Source: an optimization exercise on an open RTL-to-GDS flow (aim: small area, a short achievable clock period and few clock cycles per item). Production flows keep margins and buffers that such runs may drop.
Function was checked by simulation only, so behaviour that the tests miss may differ from the original.
Power and IR drop assume default switching activity.

File: design/flow/design.v
package cc_game_pkg;
  localparam int BOARD_DIM = 6;
  localparam int CELLS = 36;
  localparam int N_ACTIONS = 10;
  localparam int N_STRIPE_LOADS = 4;
  localparam logic [2:0] EMPTY = 3'd0;
  typedef enum logic [1:0] {
    ACT_UP    = 2'd0,
    ACT_DOWN  = 2'd1,
    ACT_LEFT  = 2'd2,
    ACT_RIGHT = 2'd3
  } action_e;
  typedef enum logic {
    STRIPE_H = 1'b0,
    STRIPE_V = 1'b1
  } stripe_e;
  typedef enum logic [3:0] {
    S_IDLE, S_LOAD, S_WAIT_ACT, S_ACT, S_SWAP, S_MATCH, S_CLEAR, S_FALL, S_DONE
  } state_e;
  typedef struct packed {
    logic [5:0] pos;
    action_e    dir;
  } action_t;
  function automatic logic [5:0] cell_idx(input logic [2:0] row, input logic [2:0] col);
    cell_idx = 6'({3'b000, row} * 6'd6 + {3'b000, col});
  endfunction
endpackage
import cc_game_pkg::*;
module cc_match (
  input  logic [3*CELLS-1:0] color,
  input  logic [CELLS-1:0]   stripe_en,
  input  logic [CELLS-1:0]   stripe_type,
  output logic [CELLS-1:0]   mark
);
  localparam int CHAIN_PASSES = N_STRIPE_LOADS + 1;
  logic [2:0]       c [CELLS];
  logic [CELLS-1:0] acc;
  logic [CELLS-1:0] nxt;
  always_comb begin
    for (int i = 0; i < CELLS; i++) c[i] = color[3*i +: 3];
  end
  always_comb begin
    acc = '0;
    nxt = '0;
    for (int r = 0; r < BOARD_DIM; r++) begin
      for (int k = 0; k <= BOARD_DIM - 3; k++) begin
        if (c[r*BOARD_DIM+k] != EMPTY && c[r*BOARD_DIM+k] == c[r*BOARD_DIM+k+1] &&
            c[r*BOARD_DIM+k] == c[r*BOARD_DIM+k+2])
          acc[r*BOARD_DIM+k +: 3] = 3'b111;
        if (c[k*BOARD_DIM+r] != EMPTY && c[k*BOARD_DIM+r] == c[(k+1)*BOARD_DIM+r] &&
            c[k*BOARD_DIM+r] == c[(k+2)*BOARD_DIM+r]) begin
          acc[k*BOARD_DIM+r]     = 1'b1;
          acc[(k+1)*BOARD_DIM+r] = 1'b1;
          acc[(k+2)*BOARD_DIM+r] = 1'b1;
        end
      end
    end
    for (int p = 0; p < CHAIN_PASSES; p++) begin
      nxt = acc;
      for (int i = 0; i < CELLS; i++) begin
        if (acc[i] && stripe_en[i]) begin
          for (int j = 0; j < CELLS; j++) begin
            if (c[j] != EMPTY &&
                ((stripe_type[i] == STRIPE_V) ? (j % BOARD_DIM == i % BOARD_DIM)
                                              : (j / BOARD_DIM == i / BOARD_DIM)))
              nxt[j] = 1'b1;
          end
        end
      end
      acc = nxt;
    end
    mark = acc;
  end
endmodule
import cc_game_pkg::*;
module cc_game (
  input  logic       clk,
  input  logic       rst_n,
  input  logic       in_valid_1,
  input  logic [2:0] in_color,
  input  logic [5:0] in_starting_pos,
  input  logic       in_stripe,
  input  logic       in_valid_2,
  input  logic [1:0] in_action,
  output logic       out_valid,
  output logic [6:0] out_score
);
  localparam logic [3:0] ST_IDLE = 4'd0, ST_LOAD = 4'd1, ST_WAIT_ACT = 4'd2, ST_ACT = 4'd3,
                         ST_SWAP = 4'd4, ST_MATCH = 4'd5, ST_CLEAR = 4'd6, ST_FALL = 4'd7,
                         ST_DONE = 4'd8;
  localparam logic [1:0] A_UP = 2'd0, A_DOWN = 2'd1, A_LEFT = 2'd2, A_RIGHT = 2'd3;
  logic [3:0]           state_q, state_d;
  logic [3*CELLS-1:0]   color_q, color_d;
  logic [CELLS-1:0]     sten_q, sten_d, styp_q, styp_d;
  logic [8*N_ACTIONS-1:0] act_q, act_d;
  logic [5:0]           cnt_q, cnt_d;
  logic [3:0]           act_idx_q, act_idx_d;
  logic [6:0]           score_q, score_d;
  logic [CELLS-1:0]     mark_q, mark_d, mark_c;
  logic       act_start, s_ok, nb_ok, swap_ok;
  logic [5:0] s_idx, a_idx, n_idx, fall_src, fall_dst;
  logic [2:0] a_row, a_col, n_row, n_col, fall_w;
  logic [7:0] cur;
  logic [1:0] cur_dir;
  function automatic logic [5:0] idx6(input logic [2:0] row, input logic [2:0] col);
    idx6 = {3'b000, row} * 6'd6 + {3'b000, col};
  endfunction
  cc_match u_match (
    .color       (color_q),
    .stripe_en   (sten_q),
    .stripe_type (styp_q),
    .mark        (mark_c)
  );
  assign act_start = in_valid_2 &&
                     (state_q == ST_WAIT_ACT || (state_q == ST_LOAD && !in_valid_1));
  assign s_idx = idx6(in_starting_pos[5:3], in_starting_pos[2:0]);
  assign s_ok  = (in_starting_pos[5:3] < 3'd6) && (in_starting_pos[2:0] < 3'd6);
  always_comb begin
    cur     = (act_idx_q < 4'd10) ? act_q[8*act_idx_q +: 8] : 8'd0;
    a_row   = cur[7:5];
    a_col   = cur[4:2];
    cur_dir = cur[1:0];
    n_row   = a_row;
    n_col   = a_col;
    nb_ok   = (a_row < 3'd6) && (a_col < 3'd6);
    case (cur_dir)
      A_UP:    begin nb_ok = nb_ok && (a_row != 3'd0); n_row = a_row - 3'd1; end
      A_DOWN:  begin nb_ok = nb_ok && (a_row != 3'd5); n_row = a_row + 3'd1; end
      A_LEFT:  begin nb_ok = nb_ok && (a_col != 3'd0); n_col = a_col - 3'd1; end
      default: begin nb_ok = nb_ok && (a_col != 3'd5); n_col = a_col + 3'd1; end
    endcase
    a_idx   = idx6(a_row, a_col);
    n_idx   = idx6(n_row, n_col);
    swap_ok = nb_ok && (color_q[3*a_idx +: 3] != EMPTY) && (color_q[3*n_idx +: 3] != EMPTY);
  end
  always_ff @(posedge clk) begin
    if (rst_n) state_q <= ST_IDLE;
    else       state_q <= state_d;
  end
  always_comb begin
    state_d = state_q;
    case (state_q)
      ST_IDLE:     if (in_valid_1) state_d = ST_LOAD;
      ST_LOAD:     if (!in_valid_1) state_d = act_start ? ST_ACT : ST_WAIT_ACT;
      ST_WAIT_ACT: if (act_start) state_d = ST_ACT;
      ST_ACT:      if (!in_valid_2) state_d = ST_SWAP;
      ST_SWAP:     state_d = (act_idx_q == 4'd10) ? ST_DONE : ST_MATCH;
      ST_MATCH:    state_d = (|mark_c) ? ST_CLEAR : ST_SWAP;
      ST_CLEAR:    state_d = ST_FALL;
      ST_FALL:     state_d = ST_MATCH;
      ST_DONE:     state_d = ST_IDLE;
      default:     state_d = ST_IDLE;
    endcase
  end
  always_comb begin
    out_valid = 1'b0;
    out_score = '0;
    if (state_q == ST_DONE) begin
      out_valid = 1'b1;
      out_score = score_q;
    end
  end
  always_comb begin
    color_d   = color_q;
    sten_d    = sten_q;
    styp_d    = styp_q;
    act_d     = act_q;
    cnt_d     = cnt_q;
    act_idx_d = act_idx_q;
    score_d   = score_q;
    mark_d    = mark_q;
    fall_w    = '0;
    fall_src  = '0;
    fall_dst  = '0;
    if (act_start) begin
      act_d[7:0] = {in_starting_pos, in_action};
      cnt_d      = 6'd1;
      act_idx_d  = '0;
    end
    case (state_q)
      ST_IDLE: if (in_valid_1) begin
        color_d[2:0] = in_color;
        sten_d       = '0;
        styp_d       = '0;
        if (s_ok) begin
          sten_d[s_idx] = 1'b1;
          styp_d[s_idx] = in_stripe;
        end
        cnt_d   = 6'd1;
        score_d = '0;
      end
      ST_LOAD: if (in_valid_1 && cnt_q < 6'd36) begin
        color_d[3*cnt_q +: 3] = in_color;
        if (cnt_q < 6'd4 && s_ok) begin
          sten_d[s_idx] = 1'b1;
          styp_d[s_idx] = in_stripe;
        end
        cnt_d = cnt_q + 6'd1;
      end
      ST_ACT: if (in_valid_2 && cnt_q < 6'd10) begin
        act_d[8*cnt_q[3:0] +: 8] = {in_starting_pos, in_action};
        cnt_d = cnt_q + 6'd1;
      end
      ST_SWAP: if (act_idx_q < 4'd10) begin
        if (swap_ok) begin
          color_d[3*a_idx +: 3] = color_q[3*n_idx +: 3];
          color_d[3*n_idx +: 3] = color_q[3*a_idx +: 3];
          sten_d[a_idx]         = sten_q[n_idx];
          sten_d[n_idx]         = sten_q[a_idx];
          styp_d[a_idx]         = styp_q[n_idx];
          styp_d[n_idx]         = styp_q[a_idx];
        end
        act_idx_d = act_idx_q + 4'd1;
      end
      ST_MATCH: mark_d = mark_c;
      ST_CLEAR: begin
        score_d = score_q + 7'($countones(mark_q));
        for (int i = 0; i < CELLS; i++) begin
          if (mark_q[i]) begin
            color_d[3*i +: 3] = EMPTY;
            sten_d[i]         = 1'b0;
            styp_d[i]         = 1'b0;
          end
        end
      end
      ST_FALL: begin
        for (int c = 0; c < BOARD_DIM; c++) begin
          for (int r = 0; r < BOARD_DIM; r++) begin
            color_d[3*(r*6+c) +: 3] = EMPTY;
            sten_d[r*6+c]           = 1'b0;
            styp_d[r*6+c]           = 1'b0;
          end
          fall_w = 3'd5;
          for (int r = BOARD_DIM - 1; r >= 0; r--) begin
            fall_src = 6'(r*6+c);
            if (color_q[3*fall_src +: 3] != EMPTY) begin
              fall_dst                = idx6(fall_w, 3'(c));
              color_d[3*fall_dst +: 3] = color_q[3*fall_src +: 3];
              sten_d[fall_dst]        = sten_q[fall_src];
              styp_d[fall_dst]        = styp_q[fall_src];
              fall_w                  = fall_w - 3'd1;
            end
          end
        end
      end
      default: ;
    endcase
  end
  always_ff @(posedge clk) begin
    if (rst_n) begin
      color_q   <= '0;
      sten_q    <= '0;
      styp_q    <= '0;
      act_q     <= '0;
      cnt_q     <= '0;
      act_idx_q <= '0;
      score_q   <= '0;
      mark_q    <= '0;
    end else begin
      color_q   <= color_d;
      sten_q    <= sten_d;
      styp_q    <= styp_d;
      act_q     <= act_d;
      cnt_q     <= cnt_d;
      act_idx_q <= act_idx_d;
      score_q   <= score_d;
      mark_q    <= mark_d;
    end
  end
endmodule
File: design/flow/constraint.sdc
create_clock -name core_clock -period 12.0 [get_ports {clk}]
set_input_delay 2.4000 -clock core_clock [delete_from_list [all_inputs] [get_ports {clk}]]
set_output_delay 2.4000 -clock core_clock [all_outputs]
set_load 0.01 [all_outputs]
File: design/flow/config.mk
export PLATFORM = sky130hd
export DESIGN_NAME = cc_game
export DESIGN_NICKNAME = cc_game
export VERILOG_FILES = /design/flow/design.v
export SDC_FILE = /design/flow/constraint.sdc
export NUM_CORES = 8
export LEC_CHECK = 0
export CAP_MARGIN = 20
export CORE_MARGIN = 2
export CORE_UTILIZATION = 25
export PLACE_DENSITY = 0.45
export SLEW_MARGIN = 20
File: design/flow/run.sh
#!/bin/bash
# synth_recipe.tcl (not shown) runs the flow's synth.tcl, then flattens the netlist and writes it again
# the make line also repeats each setting of config.mk as NAME=value (left out here)
make -C /OpenROAD-flow-scripts/flow DESIGN_CONFIG=/design/flow/config.mk WORK_HOME=/design/flow/orfs CLKGATE_MAP_FILE= SYNTH_SCRIPT=/design/flow/synth_recipe.tcl finish
==> summary.txt <==
Status
  – Status: finished clean

Clock tree
  – CTS resizes: 0
  – H-tree level count: 2
  – CTS tree: built
  – Postcts setup bufs: 0
  – Post-CTS Hold Fix Bufs: 0
  – CTS Buf Count: about 40
  – Clk root buf: clkbuf_16
  – CTS Buffer Depth: 3
  – Worst skew pair latency: between 0.6 and 0.7 ns
  – Sink Count: ~320
  – CTS clk-pin slew, worst paths: 0.08 ns

Yosys
  – Synth top area cells: dfxtp_1 (10%), nor2_1 (6.5%), nand2_1 (6.4%)
  – Top_reg_cell synth: dfxtp_1
  – Mean Syn Cell Area: around 6.7 um^2
  – Synth cell count leaders: nor2_1 (1,086), nand2_1 (1,063), a21oi_1 (599), clkbuf_1 (567), o22ai_1 (497)
  – Register area share after synthesis: 0.102
  – Yosys cell types: around 130
  – Syn nets: roughly 9.6k
  – Synth Cell Area: slightly above 60,000 um^2
  – Post-Syn Instances: 9,238
  – FFs w/ async S/R, synth: 0
  – Yosys reg bits: 317
  – Synth area leader: dfxtp_1
  – Post-synth EDFFs: 0
  – Top-count cell post-synth: nor2_1
  – Synth warn: 3
  – Area share of the largest cell type after synthesis: 0.102

STA
  – Max-slew violations: 0
  – Final hold viol count: 0
  – Post-layout min period: 10.73 ns
  – RSZ-0062 raised after global routing: false
  – Max_slew headroom: 0.104
  – Hold slack: approximately 0.45 ns
  – Fin crit share: 0.894
  – Fin Setup TNS: 0 ns
  – Setup violations, final: 0
  – Fmax: ~93 MHz
  – Post-route worst setup slack: 1.27 ns
  – Layout Skew: 0.0507 ns
  – Worst Max-Slew Pin Slew: 1.33 ns

Critical path
  – Crit Path Max Fanout: 14
  – Worst Setup End Kind: flop
  – Worst EP required: approximately 13 ns
  – Critical R2R Capture: color_q[36]
  – Most used cell along the critical path: inv_1
  – Critical Path Slowest Stage Cell: fa_1
  – R2R Path Start: color_q[74]
  – CP peak stage delay: between 0.7 and 0.8 ns
  – Flop2flop setup slack: roughly 1.3 ns
  – R2R depth: just over 40
  – Critical Path Start Type: flop
  – CP Class: flop to flop
  – CP arrival: 11.30 ns

Hold path
  – Hold WC Path Type: flop to flop
  – Hold_sp: act_q[49]
  – WHS Endpoint: act_q[49]
  – Hold depth: 2

Drt
  – Initial DRC Count: 16.7k
  – Detailed-route via count: ~91k
  – DRC violations left: 0
  – First-pass DRT Iterations: 13
  – Drt wl/cell: roughly 48 um
  – Routed Antenna Nets: 0
  – Routed wire length: between 600,000 and 700,000 um
  – Vias/cell: between 7 and 8

Floorplan
  – Die area: 253,000 um^2
  – Total I/O pin count: 24
  – Die W: between 500 and 600 um
  – Starting density of the core: 0.251
  – Die H: 503 um
  – Core box area: between 200,000 and 250,000 um^2
  – # rows: between 150 and 200

Power and ir drop
  – Sw Share: 0.629
  – VDD IR max: ~130 uV
  – Clock Power Share: 0.133
  – Pleak: 24.5 nW
  – Internal power: between 3 and 4 mW
  – Psw: between 6 and 7 mW
  – Pwr dens: around 140 nW/um^2
  – Comb power frac: 0.741
  – Seq pwr share: 0.126

Cells and area
  – Sequential Area: ~6400 um^2
  – Fin nets: between 9k and 10k
  – Share of layout cells above drive strength 1: 0.139
  – Post-Layout Cell Count: roughly 13k
  – FILL cells: ~28k
  – Multi-input logic area: ~53,000 um^2
  – Area delta synth->final: 15.4%

Placement
  – Pre-CTS WS: ~1.6 ns
  – DP HPWL: about 500,000 um
  – GP Congestion: between 1 and 1.5
  – Dpl cells: approximately 13k
  – IO Port Bufs: 23

Global routing
  – Largest net degree at the start of global routing: 136
  – Total track usage: 0.462
  – Vias in the first global route: slightly above 80k
  – First-pass GRT wire length: between 700,000 and 800,000 um
  – Grt ovf: 0
  – Initial antenna violation count: 59

Run
  – Max_cap viols: 0
-- cells in the final DEF (no fill, tap or decap), types with 48 or more instances in the layout --
master	n
a22o_1	75
buf_4	818
nand4_1	84
and3_1	81
o22ai_1	496
a21oi_1	598
o211ai_1	64
dfxtp_1	310
nor4_1	82
fa_1	66
nand2_1	1060
a221oi_1	102
nor2_1	1068
o31ai_1	67
mux2i_1	241
mux4_2	124
nand2b_1	73
inv_1	217
nor3_1	252
ha_1	247
a22oi_1	397
diode_2	59
or3_1	154
xnor2_1	93
a211oi_1	170
a32o_1	48
nand3_1	440
a31oi_1	126
and2_1	111
a222oi_1	55
a32oi_1	216
o21ai_0	428
nor2b_1	79
xor2_1	51
-- metal layers --
metal  wire [um]  global-route usage  share of wire
met4       60500               0.361          0.099
met1      233000               0.557           0.38
met2      245000               0.660           0.40
met3       74200               0.162           0.12
met5         871              0.0230         0.0014
-- logic make-up after synthesis --
family | share of synthesized area
XOR/XNOR | 0.0225
buffers and inverters | 0.0649
multiplexers | 0.0861
adder cells (fa/ha/maj) | 0.0708
AO/OA/AOI/OAI | 0.372
flip-flops | 0.102
AND/OR/NAND/NOR | 0.282
other | 0.0000601
-- registers in the layout, indices dropped and copies added, names as in the netlist --
| name | cells |
|---|---|
| mark_q | 36 |
| styp_q | 36 |
| sten_q | 36 |
| act_q | 80 |
| score_q | 7 |
| state_q | 4 |
| color_q | 108 |
| cnt_q | 6 |
| act_idx_q | 4 |
-- power by group through the flow --
stage               Combinational (mW)  Sequential (mW)  Clock, mW
detailed placement                7.13             1.29          0
CTS                               7.17             1.27       1.36
global placement                  7.20             1.29          0
global route                      7.71             1.28       1.39
finish                            7.62             1.30       1.37
floorplan                         3.89             1.18          0
-- worst max path at each step --
stage,startpoint,to,slack [ns]
final,color_q[74],color_q[36],1.27
after global routing,color_q[74],color_q[56],0.62
after CTS,color_q[74],color_q[72],1.55
after detailed placement,color_q[74],color_q[56],1.60
after global placement,color_q[74],color_q[56],1.63
after floorplan,color_q[54],color_q[92],2.69
-- worst max-delay path, delay by kind of cell (launching register included) --
family                   cells  cell delay [ns]
flip-flops                   1             0.30
adder cells (fa/ha/maj)      7             3.06
AO/OA/AOI/OAI               16             3.56
buffers and inverters        9             1.72
AND/OR/NAND/NOR              8             1.76
XOR/XNOR                     1             0.17
-- area by class of cell --
class / count / area share
antenna: 59 / 0.00205
multi-input combinational: 7937 / 0.731
tap: 3330 / 0.0579
sequential: 317 / 0.0884
timing repair buffer: 851 / 0.0902
inverter: 233 / 0.0122
clock buffer: 56 / 0.0165
clock inverter: 17 / 0.00223
-- per-stage QoR --
stage	total power [mW]	util	area [um^2]
after floorplan	5.07	-	62300
after global placement	8.49	0.283	70300
after detailed placement	8.42	0.283	70300
after CTS	9.80	0.289	71700
after global routing	10.4	0.289	71800
final	10.3	0.290	71900
Testbench counts, summed over its fixed seeds: cycles 88,905, games 1,200.

==> what the ideal ports hide <==
The results above use ideal ports. As a check the final layout listed here was re-extracted and re-timed, cells and wires unchanged. Step 1 (the two cells are an assumption about what drives the block):
set clk [get_ports {clk}]
set_driving_cell -lib_cell sky130_fd_sc_hd__clkbuf_16 $clk
set_driving_cell -lib_cell sky130_fd_sc_hd__buf_2 [delete_from_list [all_inputs] $clk]
Step 2 moves the port delays by t, midway between the first and last clock arrival at a register: inputs arrive t later, outputs are due t later. That takes back most of the time a late clock gives input paths. a / b / c = ideal ports / drivers / drivers and shift; a / b = the first two.
t (ns): 0.738
setup WS [ns]: 1.273 / 1.273 / 1.273
worst setup path after step 2: register to register
After both steps setup and hold are still met in this run. The setup slack of this run moves by 0.000 ns with the drivers and by 0.000 ns with both steps.
